Source: an optimization exercise on an open RTL-to-GDS flow (aim: small area and a short achievable clock period). Production flows keep margins and buffers that such runs may drop. In this exercise RTL edits were held to simulation tests only and were not proved equivalent to the original. Power figures rest on the tool's default switching activity, not on a simulated workload.

==> run a: inputs <==
==> flow/design.v <==
module ingress_queue #(
	parameter int DEPTH  = 8,
	parameter int CTRL_W = 8,
	parameter int DATA_W = 16,
	parameter int PORTS  = 4,
	parameter int DEST_W = 2
) (
	input  logic                     clk,
	input  logic                     rst,
	input  logic                     wr_en,
	input  logic [CTRL_W-1:0]        din_ctrl,
	input  logic [DATA_W-1:0]        din_data,
	input  logic                     rd_en,
	output logic [CTRL_W+DATA_W-1:0] dout,
	output logic [PORTS-1:0]         req,
	output logic [PORTS-1:0]         req_nx,
	output logic                     full
);
	localparam int W = CTRL_W + DATA_W;
	localparam int R = DEPTH - 1;  
	logic [W-1:0]     head;
	logic [W-1:0]     mem [R];
	logic [R-1:0]     wptr;
	logic [R-1:0]     rptr;
	logic [R-1:0]     wptr_nx;
	logic [R-1:0]     rptr_nx;
	logic             mem_ne;    
	logic             push;
	logic             pop;
	logic             ne;
	logic             mem_wr;
	logic             mem_rd;
	logic             head_ld;
	logic             mem_last;
	logic             mem_afull;
	logic [W-1:0]     din;
	logic [W-1:0]     mem_head;
	logic [PORTS-1:0] req_in;
	logic [PORTS-1:0] req_mem;
	assign din     = {din_ctrl, din_data};
	assign wptr_nx = {wptr[R-2:0], wptr[R-1]};
	assign rptr_nx = {rptr[R-2:0], rptr[R-1]};
	assign push   = wr_en && !full;
	assign pop    = rd_en;
	assign ne     = |req;
	assign head_ld = pop || !ne;
	assign mem_wr = push && ne && (mem_ne || !pop);
	assign mem_rd = pop && mem_ne;
	assign mem_last  = |(rptr_nx & wptr);
	assign mem_afull = |(wptr_nx & rptr);
	always_comb begin
		mem_head = '0;
		for (int k = 0; k < R; k++) begin
			mem_head = mem_head | ({W{rptr[k]}} & mem[k]);
		end
	end
	always_comb begin
		req_in  = '0;
		req_mem = '0;
		req_in[din_ctrl[DEST_W-1:0]]             = push;
		req_mem[mem_head[DATA_W +: DEST_W]]      = 1'b1;
	end
	assign dout = head;
	assign req_nx = head_ld ? (mem_ne ? req_mem : req_in) : req;
	always_ff @(posedge clk) begin
		if (head_ld) begin
			head <= mem_ne ? mem_head : din;
		end
		for (int k = 0; k < R; k++) begin
			if (push && wptr[k]) begin
				mem[k] <= din;
			end
		end
	end
	always_ff @(posedge clk or negedge rst) begin
		if (!rst) begin
			wptr   <= R'(1);
			rptr   <= R'(1);
			mem_ne <= 1'b0;
			full   <= 1'b0;
			req    <= '0;
		end else begin
			if (mem_wr) begin
				wptr <= wptr_nx;
			end
			if (mem_rd) begin
				rptr <= rptr_nx;
			end
			mem_ne <= mem_wr || (mem_ne && !(mem_rd && mem_last));
			full   <= (full && !mem_rd) || (mem_wr && !mem_rd && mem_afull);
			req <= req_nx;
		end
	end
endmodule
module port_scheduler #(
	parameter int PORTS = 4
) (
	input  logic                   clk,
	input  logic                   rst,
	input  logic [PORTS*PORTS-1:0] req_nx,  
	output logic [PORTS*PORTS-1:0] grant,   
	output logic [PORTS-1:0]       grant_valid,
	output logic [PORTS-1:0]       rd_en
);
	logic [PORTS*PORTS-1:0] seen;      
	logic [PORTS*PORTS-1:0] grant_nx;
	logic [PORTS-1:0]       valid_nx;
	always_comb begin
		for (int o = 0; o < PORTS; o++) begin
			seen[o*PORTS] = 1'b0;
			for (int i = 1; i < PORTS; i++) begin
				seen[o*PORTS + i] = seen[o*PORTS + i - 1] | req_nx[(i-1)*PORTS + o];
			end
			for (int i = 0; i < PORTS; i++) begin
				grant_nx[o*PORTS + i] = req_nx[i*PORTS + o] & ~seen[o*PORTS + i];
			end
			valid_nx[o] = seen[o*PORTS + PORTS - 1] | req_nx[(PORTS-1)*PORTS + o];
		end
	end
	always_ff @(posedge clk or negedge rst) begin
		if (!rst) begin
			grant       <= '0;
			grant_valid <= '0;
		end else begin
			grant       <= grant_nx;
			grant_valid <= valid_nx;
		end
	end
	always_comb begin
		for (int i = 0; i < PORTS; i++) begin
			rd_en[i] = 1'b0;
			for (int o = 0; o < PORTS; o++) begin
				rd_en[i] = rd_en[i] | grant[o*PORTS + i];
			end
		end
	end
endmodule
module crossbar_switch #(
	parameter int PORTS  = 4,
	parameter int CTRL_W = 8,
	parameter int DATA_W = 16
) (
	input  logic                             clk,
	input  logic                             rst,
	input  logic [PORTS*(CTRL_W+DATA_W)-1:0] head,
	input  logic [PORTS*PORTS-1:0]           grant,
	input  logic [PORTS-1:0]                 grant_valid,
	output logic [PORTS-1:0]                 out_wr,
	output logic [PORTS*(CTRL_W+DATA_W)-1:0] out_cell
);
	localparam int W = CTRL_W + DATA_W;
	logic [PORTS*W-1:0] sel;
	always_comb begin
		for (int o = 0; o < PORTS; o++) begin
			sel[o*W +: W] = {W{!grant_valid[o]}} & out_cell[o*W +: W];
			for (int i = 0; i < PORTS; i++) begin
				sel[o*W +: W] = sel[o*W +: W] | ({W{grant[o*PORTS + i]}} & head[i*W +: W]);
			end
		end
	end
	always_ff @(posedge clk or negedge rst) begin
		if (!rst) begin
			out_wr   <= '0;
			out_cell <= '0;
		end else begin
			out_wr   <= grant_valid;
			out_cell <= sel;
		end
	end
endmodule
module xbar_top (
	input  logic                    clk,
	input  logic                    rst,
	input  logic                    in_valid0,
	input  logic [8-1:0] in_ctrl0,
	input  logic [16-1:0] in_data0,
	input  logic                    in_valid1,
	input  logic [8-1:0] in_ctrl1,
	input  logic [16-1:0] in_data1,
	input  logic                    in_valid2,
	input  logic [8-1:0] in_ctrl2,
	input  logic [16-1:0] in_data2,
	input  logic                    in_valid3,
	input  logic [8-1:0] in_ctrl3,
	input  logic [16-1:0] in_data3,
	output logic                    in_full0,
	output logic                    in_full1,
	output logic                    in_full2,
	output logic                    in_full3,
	output logic                    out_wr0,
	output logic [8-1:0] out_ctrl0,
	output logic [16-1:0] out_data0,
	output logic                    out_wr1,
	output logic [8-1:0] out_ctrl1,
	output logic [16-1:0] out_data1,
	output logic                    out_wr2,
	output logic [8-1:0] out_ctrl2,
	output logic [16-1:0] out_data2,
	output logic                    out_wr3,
	output logic [8-1:0] out_ctrl3,
	output logic [16-1:0] out_data3
);
	localparam int P  = 4;
	localparam int CW = 8;
	localparam int DW = 16;
	localparam int W  = CW + DW;
	logic [P-1:0]   in_valid;
	logic [P-1:0]   in_full;
	logic [P*CW-1:0] in_ctrl;
	logic [P*DW-1:0] in_data;
	logic [P*W-1:0] head;
	logic [P*P-1:0] req;
	logic [P*P-1:0] req_nx;
	logic [P*P-1:0] grant;
	logic [P-1:0]   grant_valid;
	logic [P-1:0]   rd_en;
	logic [P-1:0]   out_wr;
	logic [P*W-1:0] out_cell;
	assign in_valid = {in_valid3, in_valid2, in_valid1, in_valid0};
	assign in_ctrl  = {in_ctrl3, in_ctrl2, in_ctrl1, in_ctrl0};
	assign in_data  = {in_data3, in_data2, in_data1, in_data0};
	assign {in_full3, in_full2, in_full1, in_full0} = in_full;
	assign {out_wr3, out_wr2, out_wr1, out_wr0}     = out_wr;
	assign {out_ctrl3, out_data3} = out_cell[3*W +: W];
	assign {out_ctrl2, out_data2} = out_cell[2*W +: W];
	assign {out_ctrl1, out_data1} = out_cell[1*W +: W];
	assign {out_ctrl0, out_data0} = out_cell[0*W +: W];
	for (genvar i = 0; i < P; i++) begin : g_queue
		ingress_queue u_queue (
			.clk      (clk),
			.rst      (rst),
			.wr_en    (in_valid[i]),
			.din_ctrl (in_ctrl[i*CW +: CW]),
			.din_data (in_data[i*DW +: DW]),
			.rd_en    (rd_en[i]),
			.dout     (head[i*W +: W]),
			.req      (req[i*P +: P]),
			.req_nx   (req_nx[i*P +: P]),
			.full     (in_full[i])
		);
	end
	port_scheduler u_sched (
		.clk         (clk),
		.rst         (rst),
		.req_nx      (req_nx),
		.grant       (grant),
		.grant_valid (grant_valid),
		.rd_en       (rd_en)
	);
	crossbar_switch u_switch (
		.clk         (clk),
		.rst         (rst),
		.head        (head),
		.grant       (grant),
		.grant_valid (grant_valid),
		.out_wr      (out_wr),
		.out_cell    (out_cell)
	);
endmodule
==> flow/flow/run.sh <==
#!/bin/bash
# Own layout flow: the standard flow (standard synthesis unchanged), with
#  - the port buffers made from plain buf_2 cells instead of the delay buffer
#    that buffer_ports picks on its own;
#  - clock tree synthesis without dummy loads.
# Every tool's output goes to the ORFS logs under orfs/logs/, and make's own
# output to flow_make.log in the work folder.
set -euo pipefail
export BUFFER_PORTS_ARGS="-buffer_cell sky130_fd_sc_hd__buf_2"
export CTS_ARGS="-sink_clustering_enable -repair_clock_nets -sink_clustering_size 25 -sink_clustering_max_diameter 80 -dont_use_dummy_load"
bash standard.sh finish > flow_make.log 2>&1
==> flow/standard.sh <==
#!/bin/bash
# synth_recipe.tcl (not shown) runs the flow's synth.tcl, then flattens the netlist and writes it again
# the make line also repeats each setting of config.mk as NAME=value (left out here)
make -C /OpenROAD-flow-scripts/flow DESIGN_CONFIG=/design/flow/config.mk WORK_HOME=/design/flow/orfs CLKGATE_MAP_FILE= SYNTH_SCRIPT=/design/flow/synth_recipe.tcl "${@:-finish}"
==> flow/config.mk <==
export PLATFORM = sky130hd
export DESIGN_NAME = xbar_top
export DESIGN_NICKNAME = xbar_top
export VERILOG_FILES = /design/flow/design.v
export SDC_FILE = /design/flow/constraint.sdc
export NUM_CORES = 4
export LEC_CHECK = 0
export ABC_CLOCK_PERIOD_IN_PS = 1500
export CAP_MARGIN = 20
export CORE_MARGIN = 2
export CORE_UTILIZATION = 60
export CTS_CLUSTER_DIAMETER = 80
export CTS_CLUSTER_SIZE = 25
export PLACE_DENSITY = 0.7
export SETUP_SLACK_MARGIN = 1.9
export SLEW_MARGIN = 20
==> flow/constraint.sdc <==
create_clock -name core_clock -period 4.0 [get_ports {clk}]
set_input_delay 0.8000 -clock core_clock [delete_from_list [all_inputs] [get_ports {clk}]]
set_output_delay 0.8000 -clock core_clock [all_outputs]
set_load 0.01 [all_outputs]
==> run b (differences from run a) <==
--- a/flow/design.v
+++ b/flow/design.v
@@ -14,60 +14,56 @@
 	output logic [CTRL_W+DATA_W-1:0] dout,
 	output logic [PORTS-1:0]         req,
-	output logic [PORTS-1:0]         req_nx,
 	output logic                     full
 );
 	localparam int W = CTRL_W + DATA_W;
-	localparam int R = DEPTH - 1;  
-	logic [W-1:0]     head;
-	logic [W-1:0]     mem [R];
-	logic [R-1:0]     wptr;
-	logic [R-1:0]     rptr;
-	logic [R-1:0]     wptr_nx;
-	logic [R-1:0]     rptr_nx;
-	logic             mem_ne;    
+	logic [W-1:0]     mem [DEPTH];
+	localparam int AW = $clog2(DEPTH);
+	logic [AW-1:0]    wptr;
+	logic [DEPTH-1:0] rptr;
+	logic [AW-1:0]    wptr_nx;
+	logic [DEPTH-1:0] rptr_nx;
 	logic             push;
 	logic             pop;
 	logic             ne;
-	logic             mem_wr;
-	logic             mem_rd;
-	logic             head_ld;
-	logic             mem_last;
-	logic             mem_afull;
-	logic [W-1:0]     din;
-	logic [W-1:0]     mem_head;
+	logic             last;
+	logic             afull;
+	logic [DEST_W-1:0] next_dest;
 	logic [PORTS-1:0] req_in;
-	logic [PORTS-1:0] req_mem;
-	assign din     = {din_ctrl, din_data};
-	assign wptr_nx = {wptr[R-2:0], wptr[R-1]};
-	assign rptr_nx = {rptr[R-2:0], rptr[R-1]};
-	assign push   = wr_en && !full;
-	assign pop    = rd_en;
-	assign ne     = |req;
-	assign head_ld = pop || !ne;
-	assign mem_wr = push && ne && (mem_ne || !pop);
-	assign mem_rd = pop && mem_ne;
-	assign mem_last  = |(rptr_nx & wptr);
-	assign mem_afull = |(wptr_nx & rptr);
-	always_comb begin
-		mem_head = '0;
-		for (int k = 0; k < R; k++) begin
-			mem_head = mem_head | ({W{rptr[k]}} & mem[k]);
-		end
-	end
-	always_comb begin
-		req_in  = '0;
-		req_mem = '0;
-		req_in[din_ctrl[DEST_W-1:0]]             = push;
-		req_mem[mem_head[DATA_W +: DEST_W]]      = 1'b1;
-	end
-	assign dout = head;
-	assign req_nx = head_ld ? (mem_ne ? req_mem : req_in) : req;
+	logic [PORTS-1:0] req_next;
+	assign wptr_nx = wptr + 1'b1;
+	assign rptr_nx = {rptr[DEPTH-2:0], rptr[DEPTH-1]};
+	assign push  = wr_en && !full;
+	assign pop   = rd_en;
+	assign ne    = |req;
+	assign last  = rptr_nx[wptr];
+	assign afull = rptr[wptr_nx];
+	always_comb begin
+		dout      = '0;
+		next_dest = '0;
+		for (int k = 0; k < DEPTH; k++) begin
+			dout      = dout | ({W{rptr[k]}} & mem[k]);
+			next_dest = next_dest | ({DEST_W{rptr_nx[k]}} & mem[k][DATA_W +: DEST_W]);
+		end
+	end
+	always_comb begin
+		req_in = '0;
+		req_in[din_ctrl[DEST_W-1:0]] = push;
+		if (pop) begin
+			if (last) begin
+				req_next = req_in;
+			end else begin
+				req_next = '0;
+				req_next[next_dest] = 1'b1;
+			end
+		end else if (ne) begin
+			req_next = req;
+		end else begin
+			req_next = req_in;
+		end
+	end
 	always_ff @(posedge clk) begin
-		if (head_ld) begin
-			head <= mem_ne ? mem_head : din;
-		end
-		for (int k = 0; k < R; k++) begin
-			if (push && wptr[k]) begin
-				mem[k] <= din;
+		for (int k = 0; k < DEPTH; k++) begin
+			if (push && wptr == AW'(k)) begin
+				mem[k] <= {din_ctrl, din_data};
 			end
 		end
@@ -75,19 +71,17 @@
 	always_ff @(posedge clk or negedge rst) begin
 		if (!rst) begin
-			wptr   <= R'(1);
-			rptr   <= R'(1);
-			mem_ne <= 1'b0;
-			full   <= 1'b0;
-			req    <= '0;
+			wptr <= '0;
+			rptr <= DEPTH'(1);
+			full <= 1'b0;
+			req  <= '0;
 		end else begin
-			if (mem_wr) begin
+			if (push) begin
 				wptr <= wptr_nx;
 			end
-			if (mem_rd) begin
+			if (pop) begin
 				rptr <= rptr_nx;
 			end
-			mem_ne <= mem_wr || (mem_ne && !(mem_rd && mem_last));
-			full   <= (full && !mem_rd) || (mem_wr && !mem_rd && mem_afull);
-			req <= req_nx;
+			full <= (full && !pop) || (push && !pop && afull);
+			req  <= req_next;
 		end
 	end
@@ -96,36 +90,21 @@
 	parameter int PORTS = 4
 ) (
-	input  logic                   clk,
-	input  logic                   rst,
-	input  logic [PORTS*PORTS-1:0] req_nx,  
-	output logic [PORTS*PORTS-1:0] grant,   
+	input  logic [PORTS*PORTS-1:0] req,    
+	output logic [PORTS*PORTS-1:0] grant,  
 	output logic [PORTS-1:0]       grant_valid,
 	output logic [PORTS-1:0]       rd_en
 );
-	logic [PORTS*PORTS-1:0] seen;      
-	logic [PORTS*PORTS-1:0] grant_nx;
-	logic [PORTS-1:0]       valid_nx;
+	logic [PORTS*PORTS-1:0] seen;  
 	always_comb begin
 		for (int o = 0; o < PORTS; o++) begin
 			seen[o*PORTS] = 1'b0;
 			for (int i = 1; i < PORTS; i++) begin
-				seen[o*PORTS + i] = seen[o*PORTS + i - 1] | req_nx[(i-1)*PORTS + o];
+				seen[o*PORTS + i] = seen[o*PORTS + i - 1] | req[(i-1)*PORTS + o];
 			end
 			for (int i = 0; i < PORTS; i++) begin
-				grant_nx[o*PORTS + i] = req_nx[i*PORTS + o] & ~seen[o*PORTS + i];
-			end
-			valid_nx[o] = seen[o*PORTS + PORTS - 1] | req_nx[(PORTS-1)*PORTS + o];
-		end
-	end
-	always_ff @(posedge clk or negedge rst) begin
-		if (!rst) begin
-			grant       <= '0;
-			grant_valid <= '0;
-		end else begin
-			grant       <= grant_nx;
-			grant_valid <= valid_nx;
-		end
-	end
-	always_comb begin
+				grant[o*PORTS + i] = req[i*PORTS + o] & ~seen[o*PORTS + i];
+			end
+			grant_valid[o] = seen[o*PORTS + PORTS - 1] | req[(PORTS-1)*PORTS + o];
+		end
 		for (int i = 0; i < PORTS; i++) begin
 			rd_en[i] = 1'b0;
@@ -211,5 +190,4 @@
 	logic [P*W-1:0] head;
 	logic [P*P-1:0] req;
-	logic [P*P-1:0] req_nx;
 	logic [P*P-1:0] grant;
 	logic [P-1:0]   grant_valid;
@@ -236,12 +214,9 @@
 			.dout     (head[i*W +: W]),
 			.req      (req[i*P +: P]),
-			.req_nx   (req_nx[i*P +: P]),
 			.full     (in_full[i])
 		);
 	end
 	port_scheduler u_sched (
-		.clk         (clk),
-		.rst         (rst),
-		.req_nx      (req_nx),
+		.req         (req),
 		.grant       (grant),
 		.grant_valid (grant_valid),
==> flow/flow/run.sh (replaced) <==
#!/bin/bash
# Own layout flow: the standard flow (standard synthesis unchanged), with the
# port buffers made from plain buf_2 cells instead of the delay buffer that
# buffer_ports picks on its own. Every tool's output goes to the ORFS logs under
# orfs/logs/, and make's own output to flow_make.log in the work folder.
set -euo pipefail
export BUFFER_PORTS_ARGS="-buffer_cell sky130_fd_sc_hd__buf_2"
bash standard.sh finish > flow_make.log 2>&1
--- a/flow/config.mk
+++ b/flow/config.mk
@@ -6,5 +6,5 @@
 export NUM_CORES = 4
 export LEC_CHECK = 0
-export ABC_CLOCK_PERIOD_IN_PS = 1500
+export ABC_CLOCK_PERIOD_IN_PS = 2000
 export CAP_MARGIN = 20
 export CORE_MARGIN = 2
@@ -13,4 +13,4 @@
 export CTS_CLUSTER_SIZE = 25
 export PLACE_DENSITY = 0.7
-export SETUP_SLACK_MARGIN = 1.9
+export SETUP_SLACK_MARGIN = 1.95
 export SLEW_MARGIN = 20
==> qor summary <==
Routed wire length on met3: run a 11600 um; run b 13400 um
Switching power share of the total: run a 26.4%; run b 23.7%
Critical R2R Capture: run a u_sched.grant_valid[3]; run b g_queue[1].u_queue.req[3]
Met1 layer wirelength in the final routing: run a 36300 um; run b 39800 um
Wire length on met2: run a 44800 um; run b 48700 um
Share of synthesized registers carrying an async set or reset: run a 20.3%; run b 17.6%
Height of the die: run a 250 um; run b 250 um
Proportion of power drawn by flip-flops and latches: run a 62.9%; run b 63.2%
Number of antenna violations at the first check in global routing: run a 6; run b 8
Fraction of final layout cells sized beyond drive strength 1: run a 20.3%; run b 28.7%
Tightest slew margin relative to the limit: run a 25.1%; run b 42.4%
R2R setup slack: run a 1840 ps; run b 1870 ps
Width of the die: run a 250 um; run b 250 um
Net total in the final layout: run a 2445; run b 2759
Combinational cell power: run a 2.44 mW; run b 1.72 mW
Number of buffers other than clock buffers in the final layout: run a 275; run b 471
Status: run a complete, no violations; run b complete, no violations
Proportion of cell area spent on the clock network: run a 2.83%; run b 3.30%

[static timing again, ports no longer ideal]
No port has a modelled driver above. Below, the same layouts with a new extraction and two added sets of constraints.
Step 1 sets driving cells, clkbuf_16 on the clock port and buf_2 on the other inputs (assumed; they add their load-dependent delay and slew).
Step 2, shift: input delay + t, output delay - t, t = (earliest + latest rising clock arrival at the registers) / 2. This alone moves slack from input paths to output paths.
Three values: no drivers, after step 1, after step 2; two values: the first two.
| run | shift t [ns] | setup slack, ns | worst setup path after step 2 | clock arrival spread, ns | pins driven straight from the clock port |
|---|---|---|---|---|---|
| run a | 0.663 | 1.836 / 1.836 / 1.340 | input to register | 0.036 / 0.035 | 1 |
| run b | 0.674 | 1.871 / 1.859 / 1.566 | input to register | 0.025 / 0.024 | 1 |
After both steps setup and hold are still met in every run listed. The setup slack of run a, which loses most, moves by 0.000 ns with the drivers and by -0.496 ns with both steps.
